Context: an optimization exercise on an open-source flow, tuned for small area. The choices shown serve that exercise and are no tape-out recipe.
In this exercise RTL edits were held to simulation tests only and were not proved equivalent to the original.
Power figures rest on the tool's default switching activity, not on a simulated workload. The flow treats the clock pin as an ideal source, which a real chip does not have.

==> flow/design.v (excerpt) <==
module serial_link_top (
  input  wire logic       clk,
  input  wire logic       rst_n,
  input  wire logic       rxd,
  input  wire logic [7:0] sw,
  output logic            txd,
  output logic [7:0]      led
);
  localparam int S_SYNC  = 0,
                 S_HDR   = 1,    
                 S_DATA  = 2,
                 S_CRC   = 3,    
                 S_XWAIT = 4,
                 S_XFER  = 5,
                 T_HDR   = 6,
                 T_DATA  = 7,
                 T_CRC   = 8;    
  logic [2047:0] ring;
  logic [127:0]  stg;
  logic [7:0]    pos;
  logic          clr;
  logic [8:0]    state;
  logic [8:0]    nxt;
  logic [7:0]    cmd;
  logic [7:0]    addr;
  logic [4:0]    len;
  logic [3:0]    k;
  logic          wp;
  logic [15:0]   crc;
  logic [6:0]    m;
  logic [7:0]    sh;
  logic          txq;
  wire [7:0] ring_tap = ring[7:0];
  wire [7:0] st_tap   = stg[7:0];
  wire [3:0] bi    = m[6:3];
  wire [2:0] cc    = m[2:0];
  wire       idle  = m[6:2] == 5'd0;
  wire       stopb = m[6] & m[3];                     
  wire       smp   = &cc && |bi && !stopb;            
  wire       bend  = m[6] & m[4] & m[1];              
  ...
Size in the first run: ~2700 cells after synthesis, ~2300 flip-flops, roughly 20 I/O pins, about 48000 µm² of cells after synthesis.
==> flow/config.mk <==
export PLATFORM = sky130hd
export DESIGN_NAME = serial_link_top
export DESIGN_NICKNAME = serial_link_top
export VERILOG_FILES = /design/flow/design.v
export SDC_FILE = /design/flow/constraint.sdc
export NUM_CORES = 4
export LEC_CHECK = 0
export CAP_MARGIN = 20
export CORE_MARGIN = 2
export CORE_UTILIZATION = 60
export SLEW_MARGIN = 20
==> flow/constraint.sdc <==
create_clock -name core_clock -period 10.0 [get_ports {clk}]
set_input_delay 2.0000 -clock core_clock [delete_from_list [all_inputs] [get_ports {clk}]]
set_output_delay 2.0000 -clock core_clock [all_outputs]
set_load 0.01 [all_outputs]
standard.sh (not shown) runs the stock make flow with config.mk's settings and CLKGATE_MAP_FILE= SYNTH_SCRIPT=/design/flow/synth_recipe.tcl, a recipe that flattens the netlist after the stock synthesis.
==> flow/flow/run.sh <==
#!/bin/bash
# Standard layout, with clock tree synthesis told not to add dummy loads and to
# use larger sink clusters of clkbuf_16.
set -euo pipefail
export CTS_ARGS="-sink_clustering_enable -repair_clock_nets -dont_use_dummy_load -buf_list {sky130_fd_sc_hd__clkbuf_2 sky130_fd_sc_hd__clkbuf_4} -sink_clustering_buffer sky130_fd_sc_hd__clkbuf_16 -sink_clustering_size 38 -sink_clustering_max_diameter 70"
export BUFFER_PORTS_ARGS="-buffer_cell sky130_fd_sc_hd__buf_1"
bash standard.sh > standard.log 2>&1
Rerun with:
==> flow/flow/run.sh (replaced) <==
#!/bin/bash
# The standard layout (standard.sh), with two changes:
# - clock tree synthesis adds no dummy loads, drives clusters of up to 14
#   flip-flops from buf_4 leaf buffers and builds the upper tree from small
#   clock buffers;
# - the port buffers are buf_1 cells.
set -euo pipefail
export CTS_ARGS="-sink_clustering_enable -repair_clock_nets -dont_use_dummy_load -buf_list {sky130_fd_sc_hd__clkbuf_2 sky130_fd_sc_hd__clkbuf_4} -sink_clustering_buffer sky130_fd_sc_hd__buf_4 -sink_clustering_size 14 -sink_clustering_max_diameter 40"
export BUFFER_PORTS_ARGS="-buffer_cell sky130_fd_sc_hd__buf_1"
bash standard.sh > standard.log 2>&1
What happened: The new run produced a clean layout; area after synthesis stays the same; routed wire length increases by a few percent; design area drops slightly; sequential share of layout area goes up by 0.43 points; sequential cell count is unchanged; power went down slightly.
Rerun with:
==> flow/flow/run.sh (replaced) <==
#!/bin/bash
# The standard layout (standard.sh), with two changes:
# - clock tree synthesis adds no dummy loads, clusters up to 38 flip-flops on
#   each clkbuf_16 leaf buffer and builds the upper tree from small buffers;
# - the port buffers are buf_1 cells.
set -euo pipefail
export CTS_ARGS="-sink_clustering_enable -repair_clock_nets -dont_use_dummy_load -buf_list {sky130_fd_sc_hd__clkbuf_2 sky130_fd_sc_hd__clkbuf_4} -sink_clustering_buffer sky130_fd_sc_hd__buf_6 -sink_clustering_size 20 -sink_clustering_max_diameter 50"
export BUFFER_PORTS_ARGS="-buffer_cell sky130_fd_sc_hd__buf_1"
bash standard.sh > standard.log 2>&1
After rerunning: The new run finished with timing, DRC and antenna clean. Worst hold slack degrades by 16 ps. Die area stays the same. Wire length fell slightly. Via count fell slightly. Final area barely changes. Register-to-register slack is about the same. Non-clock buffer count does not change. Sequential share of layout area fell by 0.14 points. Total power rose slightly. Synthesized cell count is unchanged.
Rerun with:
==> flow/flow/run.sh (replaced) <==
#!/bin/bash
# Standard layout, with clock tree synthesis told not to add dummy loads and to
# use larger sink clusters of clkbuf_16.
set -euo pipefail
export CTS_ARGS="-sink_clustering_enable -repair_clock_nets -dont_use_dummy_load -buf_list sky130_fd_sc_hd__clkbuf_16 -sink_clustering_size 38 -sink_clustering_max_diameter 70"
export BUFFER_PORTS_ARGS="-buffer_cell sky130_fd_sc_hd__buf_1"
bash standard.sh > standard.log 2>&1
What happened: Fmax came out higher slightly. Via count came out lower by a few percent. Power came out higher by a few percent. First-iteration DRC count came out higher by a little under a tenth. Worst setup slack is better by 44 ps. Flip-flop and latch count does not change. Area after synthesis is unchanged. Die area is unchanged. Final area came out higher slightly. Wire length came out lower slightly. Hold slack is better by 32 ps.

## afterwards: timing with drivers on the ports
Ports are ideal in the flow. The routed layouts listed here were re-timed in OpenROAD. Step 1 sets driving cells, clkbuf_16 on the clock port and buf_2 on the other inputs (assumed; they add their load-dependent delay and slew). Step 2 adds t to the input delays and takes it off the output delays; t is the mean of the earliest and latest rising clock arrival at the registers after step 1. Input paths then give back, and output paths get back, about the clock's delay inside the block. Slacks: ideal ports / drivers / drivers and shift; pairs: ideal ports / drivers.
run | t, ns | slack for setup (ns) | worst hold slack (ns) | worst setup path after step 2 | worst data-port slew with drivers (ns)
the first run | 0.977 | 6.566 / 6.522 / 6.566 | 0.224 / 0.224 / 0.224 | register to register | 0.06
the second run | 1.021 | 6.489 / 6.425 / 6.532 | 0.246 / 0.246 / 0.246 | register to register | 0.06
the third run | 1.016 | 6.516 / 6.452 / 6.535 | 0.230 / 0.230 / 0.230 | register to register | 0.06
the fourth run | 0.671 | 6.560 / 6.560 / 6.560 | 0.262 / 0.262 / 0.262 | register to register | 0.06
After both steps every run listed still meets setup and hold.
